From an optimization exercise on the open Yosys and OpenROAD flow, aimed at small area, a short achievable clock period and few clock cycles per item; shortcuts taken in it are not production practice. RTL that was checked went through simulation tests only; none was proved equivalent to the original. The RTL of runs 2 to 4 was laid out without a check of its function. No activity file was given, so power comes from the tool's default toggle rates.

### design/flow/config.mk
export PLATFORM = sky130hd
export DESIGN_NAME = window_stack_hit_test
export DESIGN_NICKNAME = window_stack_hit_test
export VERILOG_FILES = /design/flow/design.v
export SDC_FILE = /design/flow/constraint.sdc
export NUM_CORES = 4
export LEC_CHECK = 0
export CAP_MARGIN = 20
export CELL_PAD_IN_SITES_DETAIL_PLACEMENT = 2
export CELL_PAD_IN_SITES_GLOBAL_PLACEMENT = 2
export CORE_MARGIN = 2
export CORE_UTILIZATION = 35
export CTS_BUF_LIST = sky130_fd_sc_hd__clkbuf_8
export CTS_CLUSTER_DIAMETER = 50
export CTS_CLUSTER_SIZE = 16
export SETUP_SLACK_MARGIN = 4.25
export SLEW_MARGIN = 20
### design/flow/constraint.sdc
create_clock -name core_clock -period 8.0 [get_ports {clk_i}]
set_input_delay 1.6000 -clock core_clock [delete_from_list [all_inputs] [get_ports {clk_i}]]
set_output_delay 1.6000 -clock core_clock [all_outputs]
set_load 0.01 [all_outputs]
### design/flow/design.v
package wsh_pkg;
  localparam int MAX_WINDOWS = 16;
  localparam int COORD_BITS  = 12;
  localparam int SLOT_W   = 5;
  localparam int ID_OUT_W = 5;
  localparam int CNT_W    = 5;
  localparam int APB_AW   = 3;
  localparam int APB_DW   = 32;
  localparam int POS_W = $clog2(MAX_WINDOWS + 1);
  localparam logic CMD_LOAD  = 1'b0;
  localparam logic CMD_CLICK = 1'b1;
  localparam logic REG_WINDOW_COUNT = 1'b0;
  typedef logic [COORD_BITS-1:0] coord_t;
  typedef logic [POS_W-1:0]      pos_t;
  typedef struct packed {
    coord_t left;
    coord_t bottom;
    coord_t right;
    coord_t top;
  } rect_t;
  typedef struct packed {
    logic load_we;
    logic point_we;
    logic search_en;
    logic shift_en;
  } wsh_cmd_t;
  localparam logic [2:0] ST_IDLE   = 3'b001;
  localparam logic [2:0] ST_SEARCH = 3'b010;
  localparam logic [2:0] ST_SHIFT  = 3'b100;
endpackage
module wsh_ctrl (
  input  logic                           clk_i,
  input  logic                           rst_ni,
  input  logic                           in_valid_i,
  input  logic                           command_i,
  input  logic                           out_ready_i,
  input  logic                           res_we_i,
  input  logic                           res_hit_i,
  input  logic [wsh_pkg::ID_OUT_W-1:0]   res_id_i,
  output logic                           in_ready_o,
  output logic                           accept_o,
  output logic                           out_valid_o,
  output logic                           hit_o,
  output logic [wsh_pkg::ID_OUT_W-1:0]   window_id_o
);
  localparam int RW = wsh_pkg::ID_OUT_W + 1;
  logic [2:0]    cred_q, cred_d;
  logic          rdy_q;
  logic          take;
  logic [3:0]    v_q, v_d;
  logic [RW-1:0] e0_q, e1_q, e2_q, e3_q;
  logic [RW-1:0] e0_d, e1_d, e2_d, e3_d;
  logic [3:0]    sv;
  logic [RW-1:0] s0, s1, s2;
  logic [RW-1:0] w;
  assign in_ready_o = rdy_q;
  assign accept_o   = in_valid_i && rdy_q;
  assign take       = v_q[0] && out_ready_i;
  always_comb begin
    cred_d = cred_q;
    if (accept_o && (command_i == wsh_pkg::CMD_CLICK) && !take) cred_d = cred_q + 3'd1;
    if (!(accept_o && (command_i == wsh_pkg::CMD_CLICK)) && take) cred_d = cred_q - 3'd1;
  end
  assign w = {res_hit_i, res_id_i};
  always_comb begin
    if (take) begin
      sv = {1'b0, v_q[3:1]};
      s0 = e1_q;
      s1 = e2_q;
      s2 = e3_q;
    end else begin
      sv = v_q;
      s0 = e0_q;
      s1 = e1_q;
      s2 = e2_q;
    end
    v_d  = sv;
    e0_d = s0;
    e1_d = s1;
    e2_d = s2;
    e3_d = e3_q;
    if (res_we_i) begin
      if (!sv[0]) begin
        v_d[0] = 1'b1;
        e0_d   = w;
      end else if (!sv[1]) begin
        v_d[1] = 1'b1;
        e1_d   = w;
      end else if (!sv[2]) begin
        v_d[2] = 1'b1;
        e2_d   = w;
      end else begin
        v_d[3] = 1'b1;
        e3_d   = w;
      end
    end
  end
  always_ff @(posedge clk_i or negedge rst_ni) begin
    if (!rst_ni) begin
      cred_q <= '0;
      rdy_q  <= 1'b1;
      v_q    <= '0;
    end else begin
      cred_q <= cred_d;
      rdy_q  <= (cred_d < 3'd4);
      v_q    <= v_d;
    end
  end
  always_ff @(posedge clk_i) begin
    e0_q <= e0_d;
    e1_q <= e1_d;
    e2_q <= e2_d;
    e3_q <= e3_d;
  end
  assign out_valid_o = v_q[0];
  assign hit_o       = e0_q[RW-1];
  assign window_id_o = e0_q[RW-2:0];
endmodule
module wsh_cmp (
  input  logic [4*wsh_pkg::COORD_BITS-1:0] rect_i,
  input  logic [wsh_pkg::COORD_BITS-1:0]   x_i,
  input  logic [wsh_pkg::COORD_BITS-1:0]   y_i,
  output logic                             in_o
);
  localparam int CB = wsh_pkg::COORD_BITS;
  function automatic logic ge(input logic [11:0] a, input logic [11:0] b);
    logic [11:0] g1, q1;
    logic [5:0]  g2, q2;
    logic [2:0]  g3, q3;
    logic        g4;
    g1    = a & ~b;
    q1    = a | ~b;
    g1[0] = a[0] | ~b[0];
    for (int i = 0; i < 6; i++) begin
      g2[i] = g1[2*i+1] | (q1[2*i+1] & g1[2*i]);
      q2[i] = q1[2*i+1] & q1[2*i];
    end
    for (int i = 0; i < 3; i++) begin
      g3[i] = g2[2*i+1] | (q2[2*i+1] & g2[2*i]);
      q3[i] = q2[2*i+1] & q2[2*i];
    end
    g4 = g3[1] | (q3[1] & g3[0]);
    ge = g3[2] | (q3[2] & g4);
  endfunction
  assign in_o = ge(x_i, rect_i[4*CB-1:3*CB]) && ge(rect_i[2*CB-1:CB], x_i)
             && ge(y_i, rect_i[3*CB-1:2*CB]) && ge(rect_i[CB-1:0], y_i);
endmodule
module wsh_dp (
  input  logic                           clk_i,
  input  logic                           rst_ni,
  input  logic                           accept_i,
  input  logic                           command_i,
  input  logic [wsh_pkg::MAX_WINDOWS-1:0] act_i,
  input  logic [wsh_pkg::SLOT_W-1:0]     slot_i,
  input  logic [wsh_pkg::COORD_BITS-1:0] left_i,
  input  logic [wsh_pkg::COORD_BITS-1:0] bottom_i,
  input  logic [wsh_pkg::COORD_BITS-1:0] right_i,
  input  logic [wsh_pkg::COORD_BITS-1:0] top_i,
  input  logic [wsh_pkg::COORD_BITS-1:0] point_x_i,
  input  logic [wsh_pkg::COORD_BITS-1:0] point_y_i,
  output logic                           res_we_o,
  output logic                           hit_o,
  output logic [wsh_pkg::ID_OUT_W-1:0]   window_id_o
);
  localparam int NW = wsh_pkg::MAX_WINDOWS;
  localparam int CB = wsh_pkg::COORD_BITS;
  localparam int RW = 4 * CB;
  logic [NW-1:0][RW-1:0] rect_q;
  logic [NW-1:0][3:0]    perm_x_q;   
  logic [NW-1:0][3:0]    perm_q;
  logic [NW-1:0][3:0]    perm_d;
  logic [NW-1:0][3:0]    idp_q;
  logic [NW-1:0][3:0]    idp_d;
  logic          ld_a_q;     
  logic          ck_a_q;     
  logic [3:0]    pos_a_q;    
  logic [RW-1:0] dat_a_q;    
  logic          slot_ok;
  logic          ld_b_q;
  logic          ck_b_q;
  logic [3:0]    pos_b_q;
  logic [RW-1:0] dat_b_q;
  logic [NW-1:0] m_b_q;      
  logic [CB-1:0] px, py;
  logic [NW-1:0] m_a;
  logic          m_fw;
  logic [3:0]    ld_e;
  assign slot_ok = (slot_i >= 1) && (slot_i <= NW);
  always_ff @(posedge clk_i or negedge rst_ni) begin
    if (!rst_ni) begin
      ld_a_q <= 1'b0;
      ck_a_q <= 1'b0;
      ld_b_q <= 1'b0;
      ck_b_q <= 1'b0;
    end else begin
      ld_a_q <= accept_i && (command_i == wsh_pkg::CMD_LOAD) && slot_ok;
      ck_a_q <= accept_i && (command_i == wsh_pkg::CMD_CLICK);
      ld_b_q <= ld_a_q;
      ck_b_q <= ck_a_q;
    end
  end
  always_ff @(posedge clk_i) begin
    pos_a_q <= 4'(slot_i - 5'd1);
    dat_a_q <= (command_i == wsh_pkg::CMD_CLICK) ? {left_i, bottom_i, point_x_i, point_y_i}
                                                 : {left_i, bottom_i, right_i, top_i};
    pos_b_q <= pos_a_q;
    dat_b_q <= dat_a_q;
  end
  assign px = dat_a_q[2*CB-1:CB];
  assign py = dat_a_q[CB-1:0];
  for (genvar e = 0; e < NW; e++) begin : g_cmp
    wsh_cmp u_cmp (
      .rect_i (rect_q[e]),
      .x_i    (px),
      .y_i    (py),
      .in_o   (m_a[e])
    );
  end
  wsh_cmp u_cmp_ld (
    .rect_i (dat_b_q),
    .x_i    (px),
    .y_i    (py),
    .in_o   (m_fw)
  );
  always_ff @(posedge clk_i) begin
    for (int e = 0; e < NW; e++) begin
      m_b_q[e] <= (ld_b_q && (ld_e == e)) ? m_fw : m_a[e];
    end
  end
  logic [NW-1:0] last;
  logic [NW-1:0] mp;
  logic [NW-1:0] above;
  logic [NW-1:0] upto;
  logic [NW-1:0] shift;
  logic          found;
  logic [NW-1:0][8:0] wd;
  logic [8:0]    win;
  always_comb begin
    for (int p = 0; p < NW; p++) begin
      mp[p]   = 1'b0;
      for (int e = 0; e < NW; e++) begin
        mp[p] = mp[p] | (m_b_q[e] && (perm_q[p] == e));
      end
      mp[p]   = mp[p] && act_i[p];
      last[p] = act_i[p] && ((p == NW - 1) || !act_i[(p + 1) % NW]);
      wd[p]   = {(idp_q[p] == 4'd0), idp_q[p], perm_q[p]};
    end
  end
  function automatic logic [9:0] pick(input logic [NW-1:0] m, input logic [NW-1:0][8:0] d);
    logic [7:0][9:0] l1;
    logic [3:0][9:0] l2;
    logic [1:0][9:0] l3;
    for (int i = 0; i < 8; i++) begin
      l1[i] = {m[2*i+1] || m[2*i], m[2*i+1] ? d[2*i+1] : d[2*i]};
    end
    for (int i = 0; i < 4; i++) begin
      l2[i] = {l1[2*i+1][9] || l1[2*i][9], l1[2*i+1][9] ? l1[2*i+1][8:0] : l1[2*i][8:0]};
    end
    for (int i = 0; i < 2; i++) begin
      l3[i] = {l2[2*i+1][9] || l2[2*i][9], l2[2*i+1][9] ? l2[2*i+1][8:0] : l2[2*i][8:0]};
    end
    pick = {l3[1][9] || l3[0][9], l3[1][9] ? l3[1][8:0] : l3[0][8:0]};
  endfunction
  always_comb begin
    {found, win} = pick(mp, wd);
    above[NW-1] = 1'b0;
    for (int p = NW - 2; p >= 0; p--) begin
      above[p] = above[p+1] || mp[p+1];
    end
    upto[0] = mp[0];
    for (int p = 1; p < NW; p++) begin
      upto[p] = upto[p-1] || mp[p];
    end
    for (int p = 0; p < NW; p++) begin
      shift[p] = upto[p] && !above[p] && act_i[p] && !last[p];
    end
  end
  always_comb begin
    for (int p = 0; p < NW; p++) begin
      perm_d[p] = perm_q[p];
      idp_d[p]  = idp_q[p];
      if (ck_b_q) begin
        if (last[p] && found) begin
          perm_d[p] = win[3:0];
          idp_d[p]  = win[7:4];
        end else if (shift[p]) begin
          perm_d[p] = perm_q[(p + 1) % NW];
          idp_d[p]  = idp_q[(p + 1) % NW];
        end
      end
      if (ld_b_q && (pos_b_q == p)) begin
        idp_d[p] = pos_b_q + 4'd1;
      end
    end
  end
  always_ff @(posedge clk_i or negedge rst_ni) begin
    if (!rst_ni) begin
      for (int p = 0; p < NW; p++) begin
        perm_x_q[p] <= '0;
        idp_q[p]    <= 4'(p + 1);
      end
    end else begin
      for (int p = 0; p < NW; p++) begin
        perm_x_q[p] <= perm_d[p] ^ 4'(p);
      end
      idp_q <= idp_d;
    end
  end
  always_comb begin
    for (int p = 0; p < NW; p++) begin
      perm_q[p] = perm_x_q[p] ^ 4'(p);
    end
  end
  assign ld_e = perm_q[pos_b_q];
  for (genvar e = 0; e < NW; e++) begin : g_entry
    always_ff @(posedge clk_i) begin
      if (ld_b_q && (ld_e == e)) begin
        rect_q[e] <= dat_b_q;
      end
    end
  end
  assign res_we_o    = ck_b_q;
  assign hit_o       = found;
  assign window_id_o = found ? {win[8], win[7:4]} : 5'd0;
endmodule
module window_stack_hit_test (
  input  logic                                clk_i,
  input  logic                                rst_ni,
  input  logic                                in_valid_i,
  output logic                                in_ready_o,
  input  logic                                command_i,
  input  logic [wsh_pkg::SLOT_W-1:0]          slot_i,
  input  logic [wsh_pkg::COORD_BITS-1:0]      left_i,
  input  logic [wsh_pkg::COORD_BITS-1:0]      bottom_i,
  input  logic [wsh_pkg::COORD_BITS-1:0]      right_i,
  input  logic [wsh_pkg::COORD_BITS-1:0]      top_i,
  input  logic [wsh_pkg::COORD_BITS-1:0]      point_x_i,
  input  logic [wsh_pkg::COORD_BITS-1:0]      point_y_i,
  output logic                                out_valid_o,
  input  logic                                out_ready_i,
  output logic                                hit_o,
  output logic [wsh_pkg::ID_OUT_W-1:0]        window_id_o,
  input  logic                                psel,
  input  logic                                penable,
  input  logic                                pwrite,
  input  logic [wsh_pkg::APB_AW-1:0]          paddr,
  input  logic [wsh_pkg::APB_DW-1:0]          pwdata,
  output logic [wsh_pkg::APB_DW-1:0]          prdata,
  output logic                                pready
);
  localparam int CB = wsh_pkg::COORD_BITS;
  logic [wsh_pkg::CNT_W-1:0] window_count_q;
  logic                      reg_sel;
  logic                      accept;
  logic                      res_we;
  logic                      res_hit;
  logic [wsh_pkg::ID_OUT_W-1:0] res_id;
  assign pready  = 1'b1;
  assign reg_sel = (paddr[wsh_pkg::APB_AW-1] == wsh_pkg::REG_WINDOW_COUNT);
  always_ff @(posedge clk_i or negedge rst_ni) begin
    if (!rst_ni) begin
      window_count_q <= 1;
    end else if (psel && penable && pwrite && reg_sel) begin
      window_count_q <= pwdata[wsh_pkg::CNT_W-1:0];
    end
  end
  assign prdata = reg_sel ? {{(wsh_pkg::APB_DW-wsh_pkg::CNT_W){1'b0}}, window_count_q} : '0;
  logic [wsh_pkg::MAX_WINDOWS-1:0] act_q;
  always_ff @(posedge clk_i or negedge rst_ni) begin
    if (!rst_ni) begin
      act_q <= 1;
    end else if (psel && penable && pwrite && reg_sel) begin
      for (int p = 0; p < wsh_pkg::MAX_WINDOWS; p++) begin
        act_q[p] <= (pwdata[wsh_pkg::CNT_W-1:0] > p);
      end
    end
  end
  wsh_ctrl u_ctrl (
    .clk_i       (clk_i),
    .rst_ni      (rst_ni),
    .in_valid_i  (in_valid_i),
    .command_i   (command_i),
    .out_ready_i (out_ready_i),
    .res_we_i    (res_we),
    .res_hit_i   (res_hit),
    .res_id_i    (res_id),
    .in_ready_o  (in_ready_o),
    .accept_o    (accept),
    .out_valid_o (out_valid_o),
    .hit_o       (hit_o),
    .window_id_o (window_id_o)
  );
  wsh_dp u_dp (
    .clk_i          (clk_i),
    .rst_ni         (rst_ni),
    .accept_i       (accept),
    .command_i      (command_i),
    .act_i          (act_q),
    .slot_i         (slot_i),
    .left_i         (left_i),
    .bottom_i       (bottom_i),
    .right_i        (right_i),
    .top_i          (top_i),
    .point_x_i      (point_x_i),
    .point_y_i      (point_y_i),
    .res_we_o       (res_we),
    .hit_o          (res_hit),
    .window_id_o    (res_id)
  );
endmodule
### design/flow/run.sh
#!/bin/bash
# synth_recipe.tcl (not shown) runs the flow's synth.tcl, then flattens the netlist and writes it again
# the make line also repeats each setting of config.mk as NAME=value (left out here)
make -C /OpenROAD-flow-scripts/flow DESIGN_CONFIG=/design/flow/config.mk WORK_HOME=/design/flow/orfs CLKGATE_MAP_FILE= SYNTH_SCRIPT=/design/flow/synth_recipe.tcl finish
==> summary.txt, run 1 <==
status=complete, no violations; crit end category=register; area grow syn2layout=18.4%; worst endpoint required time=8.74 ns; top cell type by total area after synthesis=edfxtp_1; Worst Skew=0.0773 ns; Levels on crit path=11; Die Span X=391 um; vias in the first global route=42900; Net Sw Frac=38.7%; post-synth cell types=108; crit path cell chain=mux2_4, a221o_1, a311oi_2, a21boi_2, buf_12, or4_4, or4_4, o22ai_4, mux2_2, o211ai_1, o21ai_0; CTS tree=built; Flop pwr share=40.0%; Switch Pwr=0.00714 W; grt ovf=0; DRC violations left=0; Nets=4876; synthesized area=52300 sq um; Cell Count, Final, Fillers Out=6812; max-slew violation count=0; WP buf/inv=1; CP max stage delay=0.60 ns; cells taking the most area after synthesis=edfxtp_1 (44%), maj3_1 (6.5%), dfrtp_1 (6.0%); CTS sink cnt=1073; initial drt markers=2425; Post-synth EDFFs=774; commonest non-fill, non-tap cell in the layout=edfxtp_1; Final min period=3.76 ns; total CTS buffers=150; Final Cycle Share=47.0%; Clk network pwr share=27.2%; internal power=0.0113 W; Place WS=3.08 ns; CP startpoint kind=register; Ys Warns=4; Syn Inst Count=4473; clock latency (worst-skew pair)=0.92 ns; CORE AREA=148000 sq um; post-route ant nets=0; Critical-path top delay cell=or4_4; initial antenna violation count=14; Leak=21.4 nW; post-synthesis sequential area ratio=57.5%; total number of vias=39900; starting density of the core=35.3%; first-pass GRT wire length=295000 um; Routed WL=203000 um; Reg2Reg Setup Slack=4.24 ns; CP top delay family=compound AO/OA/AOI/OAI gates; Setup crit end=u_dp.idp_q[4]$_DFFE_PN0P_; Die Ht=391 um; Max Fclk=0.266 GHz; max cap viols=0; final hold violations=0; cts hold-fix bufs=0; htree depth=4; final setup fails=0; Main synth FF type=edfxtp_1; I/O pin cnt=161; worst hold path class=register to register; RSZ-0062 raised after global routing=yes; relative slew slack=23.6%; Placer Congestion=0.841; dpl hpwl=132000 um; Root Driver=clkbuf_8; Max clock buf depth=3; number of synthesized register bits=1073; number of port buffers=103; First-pass DRT Iterations=5; syn avg cell area=11.7 sq um; largest net degree at the start of global routing=73; Die ar.=153000 sq um; Via density=5.85; Worst-Margin Slew=1.14 ns; placed cells=6391; CP arrival=4.50 ns; Core Rows=141; Final TNS setup=0 ns; layout cells sized above 1=20.0%; kind of critical path=register to register; Peak VDD IR=0.187 mV; Cell Pwr Density=298 nW/um^2; FFs w/ async S/R, synth=15.0%; worst-case reg-to-reg path depth=11; Total GRT Usage=26.2%; reg2reg end=u_dp.idp_q[4]$_DFFE_PN0P_; Worst-path clk slew=0.08 ns; Worst Path Max Fanout=5; routed length per instance=29.8 um; most frequent cells in the layout=edfxtp_1 (774), maj3_1 (308), nand2_1 (294); Synth top area share=44.4%; final worst setup slack=4.24 ns; CP most frequent cell=or4_4; power share of the combinational group=32.8%
-- registers in the layout (all words and copies together), names as in the netlist, 3 cells and up, named ones only --
register / cells
u_dp.rect_q: 768
u_dp.idp_q: 64
u_dp.dat_a_q: 48
u_dp.dat_b_q: 48
u_dp.perm_x_q: 32
act_q: 16
u_dp.m_b_q: 16
u_ctrl.e0_q: 6
u_ctrl.e1_q: 6
u_ctrl.e2_q: 6
u_ctrl.e3_q: 6
window_count_q: 5
u_ctrl.v_q: 4
u_dp.pos_a_q: 4
u_dp.pos_b_q: 4
u_ctrl.cred_q: 3
-- cells in the mapped netlist (14+ instances only) --
master       n
nand4_1     26
nand3b_1    22
a22oi_1     34
a21oi_1    178
maj3_1     339
mux2i_1     95
a211o_1     14
mux2_2      60
o22ai_1     80
nor2_1     232
a221o_1     28
a21o_1      21
a22o_1      17
buf_1       36
nand2_1    310
and2_1      21
a31oi_1     47
or3_1       16
nor3b_1     16
nand2b_1   137
nor3_1      92
o31ai_1     42
nor4_1      42
dfrtp_1    126
inv_1      205
nand3_1     88
a222oi_1    15
o21a_1      14
a211oi_1    55
buf_2       42
dfstp_2     35
o211ai_1    49
a221oi_1    49
mux4_2      29
o21ai_0    206
and3_1      19
dfxtp_1    138
clkbuf_1   183
edfxtp_1   774
nor2b_1    129
o2111ai_1   20
o221ai_1    77
buf_4       34
-- final cells by class --
class	instances	area, sq um
sequential	1073	30200
fill	15000	86100
timing repair buffer	384	3610
inverter	218	897
clock inverter	120	1250
tap	1930	2410
timing repair inverter	3	22.5
antenna	6	15.0
multi-input combinational	2916	21300
clock buffer	162	2230
-- cell families after synthesis --
| group | count (synthesis) | share of synthesized area (%) |
|---|---|---|
| and+or+nand+nor | 1226 | 12.1 |
| adders and majority gates | 351 | 6.77 |
| other | 2 | 0.0144 |
| DFF | 1073 | 57.5 |
| AOI/OAI and AO/OA | 1116 | 15.1 |
| muxes | 189 | 4.47 |
| xor gates and xnor gates | 3 | 0.0502 |
| buffers and inverters | 513 | 4.03 |
-- power by group through the flow --
stage	registers (W)	logic [W]	clock network, W
2_1_floorplan	0.00696	0.00319	0
3_3_place_gp	0.00747	0.00488	0
3_5_place_dp	0.00748	0.00499	0
4_1_cts	0.00736	0.00583	0.00516
5_1_grt	0.00746	0.00643	0.00537
6_report	0.00739	0.00605	0.00502
-- through the flow --
stage                     power (W)  area [sq um]  hold WS [ns]  util [%]
after floorplan              0.0102         52500         0.310         -
after global placement       0.0124         55900         0.310      37.7
after detailed placement     0.0125         55900         0.314      37.7
after CTS                    0.0184         61000         0.330      41.2
after global routing         0.0193         61900         0.338      41.8
final                        0.0185         61900         0.328      41.8
-- routing by layer --
| layer | GRT usage (%) | part of all wire, % |
|---|---|---|
| met1 | 33.1 | 43 |
| met2 | 46.6 | 51 |
| met3 | 2.92 | 3.1 |
| met4 | 8.61 | 3.4 |
| met5 | 0 | 0 |
-- worst min path at each step --
stage	cells after the start	to	start	slack [ns]
5_1_grt	0	u_dp.dat_b_q[24]$_DFF_P_	u_dp.dat_a_q[24]$_DFF_P_	0.34
4_1_cts	0	u_dp.dat_b_q[46]$_DFF_P_	u_dp.dat_a_q[46]$_DFF_P_	0.33
6_report	0	u_dp.pos_b_q[0]$_DFF_P_	u_dp.pos_a_q[0]$_DFF_P_	0.33
3_3_place_gp	0	u_dp.dat_b_q[44]$_DFF_P_	u_dp.dat_a_q[44]$_DFF_P_	0.31
3_5_place_dp	0	u_dp.dat_b_q[46]$_DFF_P_	u_dp.dat_a_q[46]$_DFF_P_	0.31
2_1_floorplan	0	u_dp.dat_b_q[24]$_DFF_P_	u_dp.dat_a_q[24]$_DFF_P_	0.31
-- repair_timing --
action,in CTS,in global routing
pin swaps,47,43
gates cloned,13,4
endpoints found under the setup margin,931,170
endpoints found under the hold margin,0,0
buffers inserted,85,31
gates resized for setup,244,158
Testbench counts, summed over its fixed seeds: cycles 9,624, items 9,600.
==> inputs of run 2 (changes only) <==
--- a/design/flow/design.v
+++ b/design/flow/design.v
@@ -47,11 +47,11 @@
   logic [2:0]    cred_q, cred_d;
   logic          rdy_q;
   logic          take;
-  logic [3:0]    v_q, v_d;
-  logic [RW-1:0] e0_q, e1_q, e2_q, e3_q;
-  logic [RW-1:0] e0_d, e1_d, e2_d, e3_d;
-  logic [3:0]    sv;
-  logic [RW-1:0] s0, s1, s2;
+  logic [4:0]    v_q, v_d;
+  logic [RW-1:0] e0_q, e1_q, e2_q, e3_q, e4_q;
+  logic [RW-1:0] e0_d, e1_d, e2_d, e3_d, e4_d;
+  logic [4:0]    sv;
+  logic [RW-1:0] s0, s1, s2, s3;
   logic [RW-1:0] w;
   assign in_ready_o = rdy_q;
   assign accept_o   = in_valid_i && rdy_q;
@@ -64,21 +64,24 @@
   assign w = {res_hit_i, res_id_i};
   always_comb begin
     if (take) begin
-      sv = {1'b0, v_q[3:1]};
+      sv = {1'b0, v_q[4:1]};
       s0 = e1_q;
       s1 = e2_q;
       s2 = e3_q;
+      s3 = e4_q;
     end else begin
       sv = v_q;
       s0 = e0_q;
       s1 = e1_q;
       s2 = e2_q;
+      s3 = e3_q;
     end
     v_d  = sv;
     e0_d = s0;
     e1_d = s1;
     e2_d = s2;
-    e3_d = e3_q;
+    e3_d = s3;
+    e4_d = e4_q;
     if (res_we_i) begin
       if (!sv[0]) begin
         v_d[0] = 1'b1;
@@ -89,9 +92,12 @@
       end else if (!sv[2]) begin
         v_d[2] = 1'b1;
         e2_d   = w;
-      end else begin
+      end else if (!sv[3]) begin
         v_d[3] = 1'b1;
         e3_d   = w;
+      end else begin
+        v_d[4] = 1'b1;
+        e4_d   = w;
       end
     end
   end
@@ -102,7 +108,7 @@
       v_q    <= '0;
     end else begin
       cred_q <= cred_d;
-      rdy_q  <= (cred_d < 3'd4);
+      rdy_q  <= (cred_d < 3'd5);
       v_q    <= v_d;
     end
   end
@@ -111,6 +117,7 @@
     e1_q <= e1_d;
     e2_q <= e2_d;
     e3_q <= e3_d;
+    e4_q <= e4_d;
   end
   assign out_valid_o = v_q[0];
   assign hit_o       = e0_q[RW-1];
@@ -169,8 +176,10 @@
   logic [NW-1:0][3:0]    perm_x_q;   
   logic [NW-1:0][3:0]    perm_q;
   logic [NW-1:0][3:0]    perm_d;
-  logic [NW-1:0][3:0]    idp_q;
-  logic [NW-1:0][3:0]    idp_d;
+  logic [NW-1:0][3:0]    idm_q;
+  logic                  rv_q;       
+  logic                  rf_q;       
+  logic [3:0]            re_q;       
   logic          ld_a_q;     
   logic          ck_a_q;     
   logic [3:0]    pos_a_q;    
@@ -233,8 +242,7 @@
   logic [NW-1:0] upto;
   logic [NW-1:0] shift;
   logic          found;
-  logic [NW-1:0][8:0] wd;
-  logic [8:0]    win;
+  logic [3:0]    win;
   always_comb begin
     for (int p = 0; p < NW; p++) begin
       mp[p]   = 1'b0;
@@ -243,26 +251,25 @@
       end
       mp[p]   = mp[p] && act_i[p];
       last[p] = act_i[p] && ((p == NW - 1) || !act_i[(p + 1) % NW]);
-      wd[p]   = {(idp_q[p] == 4'd0), idp_q[p], perm_q[p]};
     end
   end
-  function automatic logic [9:0] pick(input logic [NW-1:0] m, input logic [NW-1:0][8:0] d);
-    logic [7:0][9:0] l1;
-    logic [3:0][9:0] l2;
-    logic [1:0][9:0] l3;
+  function automatic logic [4:0] pick(input logic [NW-1:0] m, input logic [NW-1:0][3:0] d);
+    logic [7:0][4:0] l1;
+    logic [3:0][4:0] l2;
+    logic [1:0][4:0] l3;
     for (int i = 0; i < 8; i++) begin
       l1[i] = {m[2*i+1] || m[2*i], m[2*i+1] ? d[2*i+1] : d[2*i]};
     end
     for (int i = 0; i < 4; i++) begin
-      l2[i] = {l1[2*i+1][9] || l1[2*i][9], l1[2*i+1][9] ? l1[2*i+1][8:0] : l1[2*i][8:0]};
+      l2[i] = {l1[2*i+1][4] || l1[2*i][4], l1[2*i+1][4] ? l1[2*i+1][3:0] : l1[2*i][3:0]};
     end
     for (int i = 0; i < 2; i++) begin
-      l3[i] = {l2[2*i+1][9] || l2[2*i][9], l2[2*i+1][9] ? l2[2*i+1][8:0] : l2[2*i][8:0]};
+      l3[i] = {l2[2*i+1][4] || l2[2*i][4], l2[2*i+1][4] ? l2[2*i+1][3:0] : l2[2*i][3:0]};
     end
-    pick = {l3[1][9] || l3[0][9], l3[1][9] ? l3[1][8:0] : l3[0][8:0]};
+    pick = {l3[1][4] || l3[0][4], l3[1][4] ? l3[1][3:0] : l3[0][3:0]};
   endfunction
   always_comb begin
-    {found, win} = pick(mp, wd);
+    {found, win} = pick(mp, perm_q);
     above[NW-1] = 1'b0;
     for (int p = NW - 2; p >= 0; p--) begin
       above[p] = above[p+1] || mp[p+1];
@@ -278,34 +285,33 @@
   always_comb begin
     for (int p = 0; p < NW; p++) begin
       perm_d[p] = perm_q[p];
-      idp_d[p]  = idp_q[p];
       if (ck_b_q) begin
         if (last[p] && found) begin
-          perm_d[p] = win[3:0];
-          idp_d[p]  = win[7:4];
+          perm_d[p] = win;
         end else if (shift[p]) begin
           perm_d[p] = perm_q[(p + 1) % NW];
-          idp_d[p]  = idp_q[(p + 1) % NW];
         end
       end
-      if (ld_b_q && (pos_b_q == p)) begin
-        idp_d[p] = pos_b_q + 4'd1;
-      end
     end
   end
   always_ff @(posedge clk_i or negedge rst_ni) begin
     if (!rst_ni) begin
       for (int p = 0; p < NW; p++) begin
         perm_x_q[p] <= '0;
-        idp_q[p]    <= 4'(p + 1);
       end
+      rv_q <= 1'b0;
+      rf_q <= 1'b0;
     end else begin
       for (int p = 0; p < NW; p++) begin
         perm_x_q[p] <= perm_d[p] ^ 4'(p);
       end
-      idp_q <= idp_d;
+      rv_q <= ck_b_q;
+      rf_q <= ck_b_q && found;
     end
   end
+  always_ff @(posedge clk_i) begin
+    re_q <= win;
+  end
   always_comb begin
     for (int p = 0; p < NW; p++) begin
       perm_q[p] = perm_x_q[p] ^ 4'(p);
@@ -318,10 +324,19 @@
         rect_q[e] <= dat_b_q;
       end
     end
+    always_ff @(posedge clk_i or negedge rst_ni) begin
+      if (!rst_ni) begin
+        idm_q[e] <= 4'(e + 1);
+      end else if (ld_b_q && (ld_e == e)) begin
+        idm_q[e] <= pos_b_q + 4'd1;
+      end
+    end
   end
-  assign res_we_o    = ck_b_q;
-  assign hit_o       = found;
-  assign window_id_o = found ? {win[8], win[7:4]} : 5'd0;
+  logic [3:0] rid;
+  assign rid         = idm_q[re_q];
+  assign res_we_o    = rv_q;
+  assign hit_o       = rf_q;
+  assign window_id_o = rf_q ? {(rid == 4'd0), rid} : 5'd0;
 endmodule
 module window_stack_hit_test (
   input  logic                                clk_i,
--- a/design/flow/config.mk
+++ b/design/flow/config.mk
@@ -5,7 +5,7 @@
 export SDC_FILE = /design/flow/constraint.sdc
 export NUM_CORES = 4
 export LEC_CHECK = 0
-export CAP_MARGIN = 20
+export CAP_MARGIN = 30
 export CELL_PAD_IN_SITES_DETAIL_PLACEMENT = 2
 export CELL_PAD_IN_SITES_GLOBAL_PLACEMENT = 2
 export CORE_MARGIN = 2
==> run 2 against run 1 <==
Clock skew decreased by 0.022 ns. Flip-flop and latch count increased by 13. Combinational power decreased by 32%. Critical endpoint is now u_dp.m_b_q[13]$_DFF_P_. Synthesized cell count decreased by 11%. Non-clock buffer count decreased by 70. Die area decreased by 4.2%. Utilization decreased by 0.51 points. First-iteration DRC count decreased by 7.7%. Still clean. Area after synthesis decreased by 4.3%. Sequential power decreased by 0.5%. Maximum frequency decreased by 7.0%. Count of clock-buffer cells in the layout decreased by 6.
==> summary.txt, run 2 <==
status=complete, no violations (unchanged); Hold Crit Depth=0 (unchanged); number of flip-flops in the largest register=768 (unchanged); CP startpoint kind=register (unchanged); total CTS buffers=144 (was 150); vias in the first global route=37100 (was 42900); post-synth cell types=90 (was 108); Net Sw Frac=34.7% (was 38.7%); Routed WL=178000 um (was 203000 um); Worst-path clk slew=0.09 ns (was 0.08 ns); Peak VDD IR=0.309 mV (was 0.187 mV); RSZ-0062 raised after global routing=yes (unchanged); Levels on crit path=13 (was 11); worst endpoint required time=8.80 ns (was 8.74 ns); cell with the most instances after synthesis=edfxtp_1 (unchanged); crit path cell chain=buf_12, nor2b_4, maj3_2, maj3_2, maj3_2, maj3_2, maj3_2, maj3_2, maj3_2, o211a_4, buf_12, or4_4, o2bb2ai_4 (was mux2_4, a221o_1, a311oi_2, a21boi_2, buf_12, or4_4, or4_4, o22ai_4, mux2_2, o211ai_1, o21ai_0); layout cells sized above 1=20.6% (was 20.0%); Total GRT Usage=24.1% (was 26.2%); Die Ht=382 um (was 391 um); Final Cycle Share=50.5% (was 47.0%); Min-Delay Endpoint=u_dp.dat_b_q[46]$_DFF_P_ (was u_dp.pos_b_q[0]$_DFF_P_); FILL cells=14300 (was 15000); Main synth FF type=edfxtp_1 (unchanged); Post-synth EDFFs=774 (unchanged); reg2reg end=u_dp.m_b_q[13]$_DFF_P_ (was u_dp.idp_q[4]$_DFFE_PN0P_); dpl hpwl=113000 um (was 132000 um); most frequent cells after synthesis=edfxtp_1 (774), maj3_1 (396), nand2_1 (312) (was edfxtp_1 (774), maj3_1 (339), nand2_1 (310)); largest family of logic cells by synthesized area=compound AO/OA/AOI/OAI gates (unchanged); largest net degree at the start of global routing=75 (was 73); Reg2Reg Setup Slack=3.96 ns (was 4.24 ns); First-pass DRT Iterations=5 (unchanged); final hold violations=0 (unchanged); I/O pin cnt=161 (unchanged); Clk network pwr share=29.4% (was 27.2%); CP most frequent cell=maj3_2 (was or4_4); initial antenna violation count=4 (was 14); cells taking the most area after synthesis=edfxtp_1 (46%), maj3_1 (7.9%), dfrtp_1 (6.4%) (was edfxtp_1 (44%), maj3_1 (6.5%), dfrtp_1 (6.0%)); top cell type by total area after synthesis=edfxtp_1 (unchanged); max cap viols=0 (unchanged); Ys Warns=4 (unchanged); Worst Skew=0.0553 ns (was 0.0773 ns); Switch Pwr=0.00563 W (was 0.00714 W); Final TNS setup=0 ns (unchanged); Placer Congestion=0.849 (was 0.841); post-synthesis sequential area ratio=60.6% (was 57.5%); Flop pwr share=45.3% (was 40.0%); Core Rows=138 (was 141); routed length per instance=28.6 um (was 29.8 um); Syn Inst Count=3996 (was 4473); max-slew violation count=0 (unchanged); Synth Area in Compound Gates=12.2% (was 15.1%); mux share of post-synthesis cell area=6.09% (was 4.47%); crit end category=register (unchanged); Leak=20.2 nW (was 21.4 nW); number of port buffers=103 (unchanged); reg2reg start=u_dp.dat_a_q[12]$_DFF_P_; Synth top area share=46.4% (was 44.4%); post-synthesis xor/xnor area fraction=0.122% (was 0.0502%); Die Span X=382 um (was 391 um); CTS tree=built (unchanged); Cell Count, Final, Fillers Out=6234 (was 6812); FFs w/ async S/R, synth=15.1% (was 15.0%); CTS sink cnt=1086 (was 1073); Die ar.=146000 sq um (was 153000 sq um); post-route ant nets=0 (unchanged); grt ovf=0 (unchanged); Max clock buf depth=3 (unchanged); worst-case reg-to-reg path depth=13 (was 11); starting density of the core=35.3% (about the same); total number of vias=35000 (was 39900); syn avg cell area=12.5 sq um (was 11.7 sq um); placed cells=5886 (was 6391); Worst-Margin Slew=1.08 ns (was 1.14 ns); DRC violations left=0 (unchanged); clock latency (worst-skew pair)=0.90 ns (was 0.92 ns); kind of critical path=register to register (unchanged); initial drt markers=2238 (was 2425); synthesized area=50100 sq um (was 52300 sq um); CP top delay family=adder cells (was compound AO/OA/AOI/OAI gates); post-synthesis simple-gate area fraction=9.16% (was 12.1%); most frequent cells in the layout=edfxtp_1 (774), maj3_1 (354), nand2_1 (297) (was edfxtp_1 (774), maj3_1 (308), nand2_1 (294)); WP buf/inv=2 (was 1); Cell Pwr Density=277 nW/um^2 (was 298 nW/um^2); power share of the combinational group=25.3% (was 32.8%); Most flops, register=u_dp.rect_q (unchanged); Via density=5.61 (was 5.85); Max Fclk=0.247 GHz (was 0.266 GHz); Final min period=4.04 ns (was 3.76 ns); internal power=0.0106 W (was 0.0113 W); number of synthesized register bits=1086 (was 1073); final setup fails=0 (unchanged); CP max stage delay=0.61 ns (was 0.60 ns); relative slew slack=28.2% (was 23.6%); Worst Path Max Fanout=8 (was 5); Nets=4344 (was 4876); CP arrival=4.85 ns (was 4.50 ns); htree depth=4 (unchanged); worst hold path class=register to register (unchanged); first-pass GRT wire length=260000 um (was 295000 um); adder-cell share of the synthesized area=8.20% (was 6.77%); commonest non-fill, non-tap cell in the layout=edfxtp_1 (unchanged); Root Driver=clkbuf_8 (unchanged); cts hold-fix bufs=0 (unchanged); CORE AREA=142000 sq um (was 148000 sq um); Critical-path top delay cell=or4_4 (unchanged); Worst Hold Launch=u_dp.dat_a_q[46]$_DFF_P_ (was u_dp.pos_a_q[0]$_DFF_P_); biggest regs=u_dp.rect_q (768), u_dp.idm_q (64) (was u_dp.rect_q (768), u_dp.idp_q (64)); area grow syn2layout=17.0% (was 18.4%)
[run 2: cell count changes in the layout (fill, tap and decap cells not counted), moves of 29 or more]
cell      change
nor2_1       -75
mux2_2       +35
nand2b_1     -30
buf_4        -49
o22ai_1      -32
maj3_1       +46
a211oi_1     -29
a21oi_1      -49
nor3_1       -33
inv_1        -39
[run 2: cell families (layout without fill, tap and decap cells)]
logic type                 after synthesis  count (layout)
DFF                                   1086            1086
xor gates and xnor gates                 7               7
adders and majority gates              408             408
AOI/OAI and AO/OA                      877             877
and+or+nand+nor                        932             933
muxes                                  228             228
buffers and inverters                  456             774
other                                    2              31
[run 2: repair_timing]
action | in CTS | in global routing
pin swaps | 37 | 36
resized for setup | 207 | 115
setup buffers | 32 | 35
cloned | 8 | 1
endpoints found under the setup margin | 840 | 491
[run 2: worst max path at each step]
stage | from | slack, ns | endpoint
floorplan | u_dp.dat_b_q[36]$_DFF_P_ | 4.26 | u_dp.m_b_q[2]$_DFF_P_
global placement | u_dp.m_b_q[14]$_DFF_P_ | 2.76 | u_dp.perm_x_q[32]$_DFFE_PN0P_
detailed placement | u_dp.m_b_q[14]$_DFF_P_ | 2.66 | u_dp.perm_x_q[32]$_DFFE_PN0P_
CTS | u_dp.dat_a_q[12]$_DFF_P_ | 3.94 | u_dp.m_b_q[9]$_DFF_P_
global route | u_dp.m_b_q[1]$_DFF_P_ | 3.87 | u_dp.perm_x_q[8]$_DFFE_PN0P_
finish | u_dp.dat_a_q[12]$_DFF_P_ | 3.96 | u_dp.m_b_q[13]$_DFF_P_
[run 2: layout make-up]
class / count / area, sq um / share of cell area, %
timing repair buffer: 314 / 2940 / 5.02
clock inverter: 112 / 1090 / 1.87
tap: 1890 / 2360 / 4.04
antenna: 3 / 7.51 / 0.0128
timing repair inverter: 2 / 15.0 / 0.0256
multi-input combinational: 2481 / 18800 / 32.1
sequential: 1086 / 30400 / 51.9
clock buffer: 156 / 2150 / 3.66
inverter: 190 / 793 / 1.35
[run 2: metrics by stage]
stage	utilization, %	total power [W]	setup WS [ns]	instance area (sq um)	hold WS (ns)
2_1_floorplan	-	0.00939	4.26	50200	0.309
3_3_place_gp	37.8	0.0110	2.76	53500	0.310
3_5_place_dp	37.8	0.0111	2.66	53500	0.313
4_1_cts	40.8	0.0162	3.94	57800	0.330
5_1_grt	41.3	0.0170	3.87	58600	0.337
6_report	41.3	0.0162	3.96	58600	0.326
[run 2: power by group through the flow]
| stage | logic, W | clock network [W] | registers (W) |
|---|---|---|---|
| finish | 0.00411 | 0.00478 | 0.00735 |
| global placement | 0.00353 | 0 | 0.00744 |
| detailed placement | 0.00360 | 0 | 0.00746 |
| global route | 0.00440 | 0.00513 | 0.00743 |
| floorplan | 0.00242 | 0 | 0.00697 |
| CTS | 0.00388 | 0.00493 | 0.00734 |
[run 2: metal layers]
metal  global-route usage [%]  vias to the layer above  part of all wire [%]  wire length, um
met5                        0                        -                     0                0
met4                     8.48                        0                   3.5             6240
met2                     40.0                      751                    48            85800
li1                         -                    15600                     -                -
met3                     3.05                      259                   3.8             6780
met1                     32.4                    18400                    45            79400
==> inputs of run 3 (changes only) <==
--- a/design/flow/config.mk
+++ b/design/flow/config.mk
@@ -13,5 +13,5 @@
 export CTS_BUF_LIST = sky130_fd_sc_hd__clkbuf_8
 export CTS_CLUSTER_DIAMETER = 50
 export CTS_CLUSTER_SIZE = 16
-export SETUP_SLACK_MARGIN = 4.25
+export SETUP_SLACK_MARGIN = 4.18
 export SLEW_MARGIN = 20
==> run 3 against run 2 <==
Critical path depth decreased by 2. Largest power group unchanged. Hold slack lost 0.021 ns. Clock skew fell by 0.00055 ns. Combinational power hardly changed.
==> summary.txt, run 3 <==
Cell Pwr Density=278 nW/um^2 (was 277 nW/um^2); Min-Delay Endpoint=u_dp.dat_b_q[27]$_DFF_P_ (was u_dp.dat_b_q[46]$_DFF_P_); CP startpoint kind=register (unchanged); routed length per instance=28.5 um (was 28.6 um); FILL cells=14300 (about the same); number of flip-flops in the largest register=768 (unchanged); commonest non-fill, non-tap cell in the layout=edfxtp_1 (unchanged); worst-case reg-to-reg path depth=11 (was 13); htree depth=4 (unchanged); Hold Crit Depth=0 (unchanged); Main synth FF type=edfxtp_1 (unchanged); total power=0.0163 W (was 0.0162 W); CTS sink cnt=1086 (unchanged); Place WS=2.76 ns (was 2.66 ns); status=complete, no violations (unchanged); total number of vias=34900 (was 35000); area grow syn2layout=17.0% (about the same); FFs w/ async S/R, synth=15.1% (unchanged); grt ovf=0 (unchanged); number of port buffers=103 (unchanged); CTS tree=built (unchanged); number of synthesized register bits=1086 (unchanged); cells taking the most area after synthesis=edfxtp_1 (46%), maj3_1 (7.9%), dfrtp_1 (6.4%) (unchanged); I/O pin cnt=161 (unchanged); kind of critical path=register to register (unchanged); post-route ant nets=0 (unchanged); Leak=20.2 nW (about the same); largest net degree at the start of global routing=62 (was 75); clock latency (worst-skew pair)=0.90 ns (about the same); Via density=5.58 (was 5.61); Cell Count, Final, Fillers Out=6246 (was 6234); starting density of the core=35.3% (unchanged); placed cells=5894 (was 5886); Worst Hold Launch=u_dp.dat_a_q[27]$_DFF_P_ (was u_dp.dat_a_q[46]$_DFF_P_); max-slew violation count=0 (unchanged); relative slew slack=26.4% (was 28.2%); biggest regs=u_dp.rect_q (768), u_dp.idm_q (64) (unchanged); Worst-Margin Slew=1.09 ns (was 1.08 ns); final worst setup slack=4.00 ns (was 3.96 ns); synthesized area=50100 sq um (unchanged); Die ar.=146000 sq um (unchanged); Min Hold Slack=0.305 ns (was 0.326 ns); post-synthesis sequential area ratio=60.6% (unchanged); CORE AREA=142000 sq um (unchanged); vias in the first global route=36800 (was 37100); Synth top area share=46.4% (unchanged); final setup fails=0 (unchanged); syn avg cell area=12.5 sq um (unchanged); Total GRT Usage=23.9% (was 24.1%); Max Fclk=0.250 GHz (was 0.247 GHz); Worst Path Max Fanout=5 (was 8); layout cells sized above 1=19.9% (was 20.6%); initial antenna violation count=4 (unchanged); most frequent cells after synthesis=edfxtp_1 (774), maj3_1 (396), nand2_1 (312) (unchanged); Placer Congestion=0.865 (was 0.849); cts hold-fix bufs=0 (unchanged); post-synth cell types=90 (unchanged); Nets=4351 (was 4344); Core Rows=138 (unchanged); Reg2Reg Setup Slack=4.00 ns (was 3.96 ns); Post-synth EDFFs=774 (unchanged); Final Cycle Share=50.0% (was 50.5%); worst endpoint required time=8.81 ns (was 8.80 ns); Die Span X=382 um (unchanged); cell with the most instances after synthesis=edfxtp_1 (unchanged); Syn Inst Count=3996 (unchanged); final hold violations=0 (unchanged); Root Driver=clkbuf_8 (unchanged); initial drt markers=2257 (was 2238); reg2reg end=u_dp.m_b_q[8]$_DFF_P_ (was u_dp.m_b_q[13]$_DFF_P_); CP arrival=4.81 ns (was 4.85 ns); reg2reg start=u_dp.dat_a_q[12]$_DFF_P_ (unchanged); dpl hpwl=114000 um (was 113000 um); First-pass DRT Iterations=5 (unchanged); Max clock buf depth=3 (unchanged); RSZ-0062 raised after global routing=yes (unchanged); DRC violations left=0 (unchanged); most frequent cells in the layout=edfxtp_1 (774), maj3_1 (375), nand2_1 (300) (was edfxtp_1 (774), maj3_1 (354), nand2_1 (297)); Most flops, register=u_dp.rect_q (unchanged); Ys Warns=4 (unchanged); top cell type by total area after synthesis=edfxtp_1 (unchanged); Worst Skew=0.0548 ns (was 0.0553 ns); max cap viols=0 (unchanged); Final min period=4.00 ns (was 4.04 ns); Final TNS setup=0 ns (unchanged); Routed WL=178000 um (about the same); crit end category=register (unchanged); total CTS buffers=145 (was 144); Die Ht=382 um (unchanged); Peak VDD IR=0.197 mV (was 0.309 mV); Worst-path clk slew=0.10 ns (was 0.09 ns); first-pass GRT wire length=258000 um (was 260000 um); worst hold path class=register to register (unchanged)
==> run 3: cell counts after synthesis <==
No cell type changed its count.
==> run 3: kinds of logic after synthesis <==
group / after synthesis / share of synthesized area, %
AO/OA/AOI/OAI: 877 / 12.2
XOR/XNOR: 7 / 0.122
adder cells (fa/ha/maj): 408 / 8.20
buffers and inverters: 456 / 3.65
flip-flops: 1086 / 60.6
multiplexers: 228 / 6.09
other: 2 / 0.0150
AND/OR/NAND/NOR: 932 / 9.16
==> run 3: routing by layer <==
layer	track usage (%)	part of all wire, %	vias up
met5	0	0	-
li1	-	-	15600
met3	3.04	3.4	259
met2	40.5	49	692
met4	8.09	3.2	0
met1	31.7	45	18300
==> run 3: repair_timing <==
item / in CTS / in global routing
endpoints found under the setup margin: 639 / 545
pin swaps: 21 / 37
setup buffers: 23 / 46
gates cloned: 3 / 2
gates resized for setup: 143 / 166
==> run 3: worst max-delay path, cell delays in order, from the launching register on <==
cell	delay, ns
dfxtp_4	0.40
clkbuf_16	0.16
nor2b_1	0.04
maj3_1	0.35
maj3_1	0.37
maj3_1	0.37
maj3_1	0.39
maj3_1	0.40
maj3_1	0.47
maj3_2	0.40
a311o_1	0.32
o32ai_2	0.25
==> run 3: how the worst max path moves through the flow <==
stage,from,depth (start not counted),end,slack [ns]
after floorplan,u_dp.dat_b_q[36]$_DFF_P_,13,u_dp.m_b_q[2]$_DFF_P_,4.18
after global placement,u_dp.dat_a_q[0]$_DFF_P_,12,u_dp.m_b_q[7]$_DFF_P_,2.77
after detailed placement,u_dp.dat_a_q[0]$_DFF_P_,12,u_dp.m_b_q[7]$_DFF_P_,2.76
after CTS,u_dp.dat_b_q[36]$_DFF_P_,13,u_dp.m_b_q[13]$_DFF_P_,3.93
after global routing,u_dp.dat_a_q[12]$_DFF_P_,13,u_dp.m_b_q[5]$_DFF_P_,3.89
final,u_dp.dat_a_q[12]$_DFF_P_,11,u_dp.m_b_q[8]$_DFF_P_,4.00
==> run 3: final cells by class <==
| cell class | instances | area (sq um) | share of cell area, % |
|---|---|---|---|
| repair inverters | 1 | 7.51 | 0.0128 |
| clock inverters | 118 | 1160 | 1.99 |
| inverters | 190 | 773 | 1.32 |
| diodes | 5 | 12.5 | 0.0214 |
| well taps | 1890 | 2360 | 4.04 |
| clock buffers | 154 | 2120 | 3.62 |
| flip-flops and latches | 1086 | 30400 | 51.9 |
| multi-input cells | 2480 | 18700 | 31.9 |
| repair buffers | 322 | 3080 | 5.26 |
==> run 3: power breakdown <==
| part | internal, W | switching [W] |
|---|---|---|
| Combinational | 0.00163 | 0.00245 |
| Sequential | 0.00659 | 0.000754 |
| Clock | 0.00236 | 0.00248 |
==> run 3: stage by stage <==
step | utilization [%] | instance area [sq um]
final | 41.3 | 58600
after global routing | 41.3 | 58600
after CTS | 40.6 | 57600
after detailed placement | 37.8 | 53600
after global placement | 37.8 | 53600
after floorplan | - | 50200
==> inputs of run 4 (changes only) <==
--- a/design/flow/config.mk
+++ b/design/flow/config.mk
@@ -11,7 +11,5 @@
 export CORE_MARGIN = 2
 export CORE_UTILIZATION = 35
 export CTS_BUF_LIST = sky130_fd_sc_hd__clkbuf_8
-export CTS_CLUSTER_DIAMETER = 50
-export CTS_CLUSTER_SIZE = 16
-export SETUP_SLACK_MARGIN = 4.18
+export SETUP_SLACK_MARGIN = 4.25
 export SLEW_MARGIN = 20
==> run 4 against run 3 <==
Global-route usage increased by 0.27 points. Largest power group unchanged. Register-to-register slack lost 0.02 ns. Utilization grew 0.56 points. Via count is 1.6% higher. Largest cell class unchanged. Cell area grew 1.3%.
==> summary.txt, run 4 <==
status=complete, no violations (unchanged); final setup fails=0 (unchanged); Leak=20.9 nW (was 20.2 nW); total number of vias=35400 (was 34900); Worst Path Max Fanout=8 (was 5); total power=0.0168 W (was 0.0163 W); syn avg cell area=12.5 sq um (unchanged); most frequent cells after synthesis=edfxtp_1 (774), maj3_1 (396), nand2_1 (312) (unchanged); number of flip-flops in the largest register=768 (unchanged); Post-synth EDFFs=774 (unchanged); post-synthesis sequential area ratio=60.6% (unchanged); Nets=4401 (was 4351); layout cells sized above 1=20.8% (was 19.9%); largest net degree at the start of global routing=75 (was 62); cell with the most instances after synthesis=edfxtp_1 (unchanged); post-route ant nets=0 (unchanged); Cell Pwr Density=283 nW/um^2 (was 278 nW/um^2); area grow syn2layout=18.5% (was 17.0%); Worst-path clk slew=0.06 ns (was 0.10 ns); max cap viols=0 (unchanged); worst hold path class=register to register (unchanged); top cell type by total area after synthesis=edfxtp_1 (unchanged); Final Util=41.9% (was 41.3%); Worst Skew=0.0689 ns (was 0.0548 ns); Peak VDD IR=0.343 mV (was 0.197 mV); power share of the combinational group=24.5% (was 25.1%); CORE AREA=142000 sq um (unchanged); initial antenna violation count=5 (was 4); DRC violations left=0 (unchanged); placed cells=5886 (was 5894); Switch Pwr=0.00575 W (was 0.00568 W); Synth top area share=46.4% (unchanged); total CTS buffers=196 (was 145); FFs w/ async S/R, synth=15.1% (unchanged); Total GRT Usage=24.2% (was 23.9%); Final TNS setup=0 ns (unchanged); Most flops, register=u_dp.rect_q (unchanged); Core Rows=138 (unchanged); CTS tree=built (unchanged); Clk network pwr share=31.7% (was 29.7%); Main synth FF type=edfxtp_1 (unchanged); CP most frequent cell=maj3_2 (was maj3_1); CP max stage delay=0.60 ns (was 0.47 ns); RSZ-0062 raised after global routing=yes (unchanged); htree depth=4 (unchanged); cts hold-fix bufs=0 (unchanged); kind of critical path=register to register (unchanged); number of port buffers=103 (unchanged); Max Fclk=0.249 GHz (was 0.250 GHz); max-slew violation count=0 (unchanged); commonest non-fill, non-tap cell in the layout=edfxtp_1 (unchanged); CP top delay family=adder cells (unchanged); clock latency (worst-skew pair)=0.94 ns (was 0.90 ns); worst endpoint required time=8.85 ns (was 8.81 ns); Critical-path top delay cell=or4_4 (was maj3_1); dpl hpwl=113000 um (was 114000 um); number of synthesized register bits=1086 (unchanged); first-pass GRT wire length=261000 um (was 258000 um); Syn Inst Count=3996 (unchanged); Placer Congestion=0.849 (was 0.865); final hold violations=0 (unchanged); biggest regs=u_dp.rect_q (768), u_dp.idm_q (64) (unchanged); CP arrival=4.87 ns (was 4.81 ns); Net Sw Frac=34.3% (was 34.9%); Ys Warns=4 (unchanged); CTS sink cnt=1086 (unchanged); routed length per instance=28.3 um (was 28.5 um); I/O pin cnt=161 (unchanged); Final Cycle Share=50.3% (was 50.0%); Root Driver=clkbuf_8 (unchanged); starting density of the core=35.3% (unchanged); post-synth cell types=90 (unchanged); grt ovf=0 (unchanged); initial drt markers=2261 (was 2257); Final min period=4.02 ns (was 4.00 ns); Via density=5.59 (was 5.58); WP buf/inv=2 (was 1); Flop pwr share=43.8% (was 45.2%); crit path cell chain=buf_12, nor2b_4, maj3_2, maj3_2, maj3_2, maj3_2, maj3_2, maj3_2, maj3_2, o211a_4, buf_6, or4_4, o2bb2ai_4 (was clkbuf_16, nor2b_1, maj3_1, maj3_1, maj3_1, maj3_1, maj3_1, maj3_1, maj3_2, a311o_1, o32ai_2); Cell Count, Final, Fillers Out=6340 (was 6246); Worst-Margin Slew=1.08 ns (was 1.09 ns); CP startpoint kind=register (unchanged); Die Ht=382 um (unchanged); FILL cells=14300 (about the same); Routed WL=179000 um (was 178000 um); crit end category=register (unchanged); Die Span X=382 um (unchanged); synthesized area=50100 sq um (unchanged); most frequent cells in the layout=edfxtp_1 (774), maj3_1 (354), nand2_1 (294) (was edfxtp_1 (774), maj3_1 (375), nand2_1 (300)); cells taking the most area after synthesis=edfxtp_1 (46%), maj3_1 (7.9%), dfrtp_1 (6.4%) (unchanged); Die ar.=146000 sq um (unchanged); internal power=0.0110 W (was 0.0106 W); relative slew slack=27.9% (was 26.4%); Max clock buf depth=3 (unchanged); First-pass DRT Iterations=8 (was 5); vias in the first global route=37400 (was 36800)
[run 4: cell counts after synthesis]
Identical to the previous run, type by type.
[run 4: power by group through the flow]
stage | Combinational [W] | Clock [W] | Sequential [W]
after floorplan | 0.00242 | 0 | 0.00697
after global placement | 0.00353 | 0 | 0.00744
after detailed placement | 0.00360 | 0 | 0.00746
after CTS | 0.00385 | 0.00549 | 0.00735
after global routing | 0.00440 | 0.00573 | 0.00743
final | 0.00411 | 0.00531 | 0.00735
[run 4: cell type report]
class | instances | area [sq um] | share of cell area [%]
well taps | 1890 | 2360 | 3.98
inverters | 190 | 793 | 1.34
clock buffers | 229 | 3150 | 5.31
repair buffers | 319 | 3030 | 5.10
repair inverters | 2 | 15.0 | 0.0253
diodes | 3 | 7.51 | 0.0126
flip-flops and latches | 1086 | 30400 | 51.2
multi-input cells | 2481 | 18800 | 31.6
clock inverters | 140 | 826 | 1.39
[run 4: stage by stage]
step / setup WS (ns) / area [sq um] / hold WS [ns]
2_1_floorplan: 4.26 / 50200 / 0.309
6_report: 3.98 / 59400 / 0.324
5_1_grt: 3.87 / 59400 / 0.330
3_5_place_dp: 2.66 / 53500 / 0.313
3_3_place_gp: 2.76 / 53500 / 0.310
4_1_cts: 3.95 / 58500 / 0.326
[run 4: kinds of logic after synthesis]
kind of cell | synth area share [%]
XOR/XNOR | 0.122
multiplexers | 6.09
buffers and inverters | 3.65
adder cells (fa/ha/maj) | 8.20
other | 0.0150
AND/OR/NAND/NOR | 9.16
AO/OA/AOI/OAI | 12.2
flip-flops | 60.6
[run 4: layer usage]
metal	part of all wire, %	global-route usage, %	up-vias
li1	-	-	15700
met1	45	32.5	18700
met2	48	40.2	751
met3	4.0	3.45	263
met4	3.2	8.22	0
met5	0	0	-
[run 4: repair_timing]
item,4_1_cts,5_1_grt
endpoints found under the setup margin,853,444
cloned,8,1
resized for setup,213,140
pin swaps,43,27
setup buffers,30,42
[run 4: worst paths after layout]
path / slack (ns) / from / depth (start not counted) / endpoint
setup / recovery: 3.98 / u_dp.dat_a_q[12]$_DFF_P_ / 13 / u_dp.m_b_q[13]$_DFF_P_
setup reg to reg: 3.98 / u_dp.dat_a_q[12]$_DFF_P_ / 13 / u_dp.m_b_q[13]$_DFF_P_
max in group asynchronous: 5.98 / rst_ni / 2 / async pin
min in group asynchronous: 0.70 / rst_ni / 1 / u_ctrl.v_q[0]$_DFF_PN0_
hold / removal: 0.32 / u_dp.dat_a_q[43]$_DFF_P_ / 0 / u_dp.dat_b_q[43]$_DFF_P_
hold reg to reg: 0.32 / u_dp.dat_a_q[43]$_DFF_P_ / 0 / u_dp.dat_b_q[43]$_DFF_P_
==> inputs of run 5 (changes only) <==
--- a/design/flow/design.v
+++ b/design/flow/design.v
@@ -127,7 +127,8 @@
   input  logic [4*wsh_pkg::COORD_BITS-1:0] rect_i,
   input  logic [wsh_pkg::COORD_BITS-1:0]   x_i,
   input  logic [wsh_pkg::COORD_BITS-1:0]   y_i,
-  output logic                             in_o
+  output logic                             in_x_o,
+  output logic                             in_y_o
 );
   localparam int CB = wsh_pkg::COORD_BITS;
   function automatic logic ge(input logic [11:0] a, input logic [11:0] b);
@@ -149,8 +150,8 @@
     g4 = g3[1] | (q3[1] & g3[0]);
     ge = g3[2] | (q3[2] & g4);
   endfunction
-  assign in_o = ge(x_i, rect_i[4*CB-1:3*CB]) && ge(rect_i[2*CB-1:CB], x_i)
-             && ge(y_i, rect_i[3*CB-1:2*CB]) && ge(rect_i[CB-1:0], y_i);
+  assign in_x_o = ge(x_i, rect_i[4*CB-1:3*CB]) && ge(rect_i[2*CB-1:CB], x_i);
+  assign in_y_o = ge(y_i, rect_i[3*CB-1:2*CB]) && ge(rect_i[CB-1:0], y_i);
 endmodule
 module wsh_dp (
   input  logic                           clk_i,
@@ -189,10 +190,11 @@
   logic          ck_b_q;
   logic [3:0]    pos_b_q;
   logic [RW-1:0] dat_b_q;
-  logic [NW-1:0] m_b_q;      
+  logic [NW-1:0] mx_b_q;     
+  logic [NW-1:0] my_b_q;
   logic [CB-1:0] px, py;
-  logic [NW-1:0] m_a;
-  logic          m_fw;
+  logic [NW-1:0] mx_a, my_a;
+  logic          mx_fw, my_fw;
   logic [3:0]    ld_e;
   assign slot_ok = (slot_i >= 1) && (slot_i <= NW);
   always_ff @(posedge clk_i or negedge rst_ni) begin
@@ -222,18 +224,21 @@
       .rect_i (rect_q[e]),
       .x_i    (px),
       .y_i    (py),
-      .in_o   (m_a[e])
+      .in_x_o (mx_a[e]),
+      .in_y_o (my_a[e])
     );
   end
   wsh_cmp u_cmp_ld (
     .rect_i (dat_b_q),
     .x_i    (px),
     .y_i    (py),
-    .in_o   (m_fw)
+    .in_x_o (mx_fw),
+    .in_y_o (my_fw)
   );
   always_ff @(posedge clk_i) begin
     for (int e = 0; e < NW; e++) begin
-      m_b_q[e] <= (ld_b_q && (ld_e == e)) ? m_fw : m_a[e];
+      mx_b_q[e] <= (ld_b_q && (ld_e == e)) ? mx_fw : mx_a[e];
+      my_b_q[e] <= (ld_b_q && (ld_e == e)) ? my_fw : my_a[e];
     end
   end
   logic [NW-1:0] last;
@@ -247,7 +252,7 @@
     for (int p = 0; p < NW; p++) begin
       mp[p]   = 1'b0;
       for (int e = 0; e < NW; e++) begin
-        mp[p] = mp[p] | (m_b_q[e] && (perm_q[p] == e));
+        mp[p] = mp[p] | (mx_b_q[e] && my_b_q[e] && (perm_q[p] == e));
       end
       mp[p]   = mp[p] && act_i[p];
       last[p] = act_i[p] && ((p == NW - 1) || !act_i[(p + 1) % NW]);
--- a/design/flow/config.mk
+++ b/design/flow/config.mk
@@ -11,5 +11,7 @@
 export CORE_MARGIN = 2
 export CORE_UTILIZATION = 35
 export CTS_BUF_LIST = sky130_fd_sc_hd__clkbuf_8
+export CTS_CLUSTER_DIAMETER = 50
+export CTS_CLUSTER_SIZE = 16
 export SETUP_SLACK_MARGIN = 4.25
 export SLEW_MARGIN = 20
==> run 5 against run 4 <==
Cell count up 0.87%. Sequential share of layout area down 0.66 points. Clock skew down 0.00082 ns. Area after synthesis up 2.6%. Setup slack better by 0.23 ns. Cell area up 2.5%.
==> summary.txt, run 5 <==
status=complete, no violations (unchanged); relative slew slack=33.7% (was 27.9%); initial drt markers=2324 (was 2261); First-pass DRT Iterations=5 (was 8); Final TNS setup=0 ns (unchanged); dpl hpwl=113000 um (about the same); placed cells=6043 (was 5886); final worst setup slack=4.21 ns (was 3.98 ns); post-route ant nets=0 (unchanged); CP startpoint kind=register (unchanged); Die Ht=387 um (was 382 um); max-slew violation count=0 (unchanged); Total GRT Usage=23.0% (was 24.2%); I/O pin cnt=161 (unchanged); commonest non-fill, non-tap cell in the layout=edfxtp_1 (unchanged); routed length per instance=27.4 um (was 28.3 um); worst-case reg-to-reg path depth=14 (was 13); Synth top area share=45.2% (was 46.4%); grt ovf=0 (unchanged); Worst-Margin Slew=0.994 ns (was 1.08 ns); number of synthesized register bits=1102 (was 1086); vias in the first global route=38300 (was 37400); most frequent cells in the layout=edfxtp_1 (774), inv_1 (253), nor2_1 (189) (was edfxtp_1 (774), maj3_1 (354), nand2_1 (294)); RSZ-0062 raised after global routing=yes (unchanged); cells taking the most area after synthesis=edfxtp_1 (45%), dfxtp_1 (6.4%), dfrtp_1 (6.3%) (was edfxtp_1 (46%), maj3_1 (7.9%), dfrtp_1 (6.4%)); cell with the most instances after synthesis=edfxtp_1 (unchanged); Nets=4483 (was 4401); Placer Congestion=0.845 (was 0.849); total number of vias=36000 (was 35400); most frequent cells after synthesis=edfxtp_1 (774), maj3_1 (252), inv_1 (247) (was edfxtp_1 (774), maj3_1 (396), nand2_1 (312)); Final Cycle Share=47.4% (was 50.3%); Reg2Reg Setup Slack=4.21 ns (was 3.98 ns); Post-synth EDFFs=774 (unchanged); crit end category=register (unchanged); biggest regs=u_dp.rect_q (768), u_dp.idm_q (64) (unchanged); syn avg cell area=12.4 sq um (was 12.5 sq um); post-synthesis simple-gate area fraction=10.3% (was 9.16%); first-pass GRT wire length=260000 um (was 261000 um); final setup fails=0 (unchanged); number of port buffers=103 (unchanged); starting density of the core=35.3% (about the same); DRC violations left=0 (unchanged); CTS sink cnt=1102 (was 1086); initial antenna violation count=3 (was 5); Die Span X=387 um (was 382 um); kind of critical path=register to register (unchanged); area grow syn2layout=18.4% (was 18.5%); worst hold path class=register to register (unchanged); adder-cell share of the synthesized area=7.00% (was 8.20%); CTS tree=built (unchanged); Place WS=3.01 ns (was 2.66 ns); Ys Warns=4 (unchanged); post-synthesis sequential area ratio=59.7% (was 60.6%); htree depth=4 (unchanged); Synth Area in Compound Gates=13.0% (was 12.2%); number of flip-flops in the largest register=768 (unchanged); total power=0.0166 W (was 0.0168 W); layout cells sized above 1=24.6% (was 20.8%); mux share of post-synthesis cell area=5.79% (was 6.09%); Hold Crit Depth=0 (unchanged); largest family of logic cells by synthesized area=compound AO/OA/AOI/OAI gates (unchanged); top cell type by total area after synthesis=edfxtp_1 (unchanged); Core Rows=140 (was 138); Cell Count, Final, Fillers Out=6395 (was 6340); CP arrival=4.56 ns (was 4.87 ns); final hold violations=0 (unchanged); FFs w/ async S/R, synth=14.9% (was 15.1%); Die ar.=150000 sq um (was 146000 sq um); Routed WL=175000 um (was 179000 um); largest net degree at the start of global routing=138 (was 75); clock latency (worst-skew pair)=0.89 ns (was 0.94 ns); Peak VDD IR=0.161 mV (was 0.343 mV); Cell Pwr Density=273 nW/um^2 (was 283 nW/um^2); Via density=5.62 (was 5.59); Max Fclk=0.264 GHz (was 0.249 GHz); Root Driver=clkbuf_8 (unchanged); Worst Skew=0.0681 ns (was 0.0689 ns); Max clock buf depth=3 (unchanged); max cap viols=0 (unchanged); Leak=21.2 nW (was 20.9 nW); Worst Path Max Fanout=4 (was 8); Worst-path clk slew=0.09 ns (was 0.06 ns); Final min period=3.79 ns (was 4.02 ns); worst endpoint required time=8.77 ns (was 8.85 ns); Most flops, register=u_dp.rect_q (unchanged); synthesized area=51400 sq um (was 50100 sq um); Main synth FF type=edfxtp_1 (unchanged); Syn Inst Count=4158 (was 3996); post-synth cell types=102 (was 90); total CTS buffers=140 (was 196); post-synthesis xor/xnor area fraction=0.119% (was 0.122%); CORE AREA=146000 sq um (was 142000 sq um)
-- run 5: cell type report --
cell class	instances	area, sq um
well taps	1917	2400
flip-flops and latches	1102	30800
diodes	5	12.5
clock inverters	105	1030
inverters	261	1080
clock buffers	152	2090
multi-input cells	2561	20300
repair buffers	292	3160
fillers	14600	84900
-- run 5: power by group --
group,internal (W),leakage (nW),switching [W]
Combinational,0.00191,9.21,0.00244
Clock,0.00227,1.64,0.00240
Sequential,0.00670,10.3,0.000906
Total,0.0109,21.2,0.00574
-- run 5: metrics by stage --
stage          utilization, %  hold WS, ns  cell area [sq um]
2_1_floorplan               -        0.310              51600
3_3_place_gp             37.5        0.310              54600
3_5_place_dp             37.6        0.314              54800
4_1_cts                  41.0        0.315              59700
5_1_grt                  41.8        0.322              60900
6_report                 41.8        0.317              60900
-- run 5: cell families after synthesis --
family          count (synthesis)
buf+inv                       523
flops                        1102
other cells                     2
mux                           217
compound gates                940
simple gates                 1020
xor+xnor                        7
fa+ha+maj                     347
-- run 5: critical path, cell delays in order, from the launching register on --
cell and delay [ns]:
dfxtp_4 0.38, buf_12 0.12, buf_6 0.10, buf_12 0.10, nor2b_4 0.03, maj3_2 0.29
maj3_2 0.30, maj3_2 0.29, maj3_2 0.31, maj3_2 0.30, maj3_2 0.30, maj3_2 0.30
maj3_2 0.35, a211o_1 0.30, o31ai_2 0.20
-- run 5: path summary, 6_finish.rpt --
| path | start | end |
|---|---|---|
| setup / recovery | u_dp.dat_a_q[0]$_DFF_P_ | u_dp.my_b_q[12]$_DFF_P_ |
| setup reg to reg | u_dp.dat_a_q[0]$_DFF_P_ | u_dp.my_b_q[12]$_DFF_P_ |
| hold / removal | u_dp.dat_a_q[27]$_DFF_P_ | u_dp.dat_b_q[27]$_DFF_P_ |
| hold reg to reg | u_dp.dat_a_q[27]$_DFF_P_ | u_dp.dat_b_q[27]$_DFF_P_ |
| max in group asynchronous | rst_ni | u_ctrl.v_q[0]$_DFF_PN0_ |
| min in group asynchronous | rst_ni | u_dp.perm_x_q[8]$_DFFE_PN0P_ |
-- run 5: metal layers --
| metal | vias up | part of all wire (%) | global-route usage [%] |
|---|---|---|---|
| li1 | 16100 | - | - |
| met1 | 19000 | 47 | 31.7 |
| met2 | 642 | 48 | 37.8 |
| met3 | 244 | 3.1 | 2.79 |
| met4 | 0 | 2.6 | 6.89 |
| met5 | - | 0 | 0 |
-- run 5: repair_timing --
item	CTS	global route
hold buffers	0	0
setup buffers	53	27
pin swaps	98	148
gates resized for setup	340	245
endpoints found under the setup margin	886	129
cloned	7	2
Testbench counts of run 5, summed over its fixed seeds: cycles 9,632, items 9,600.
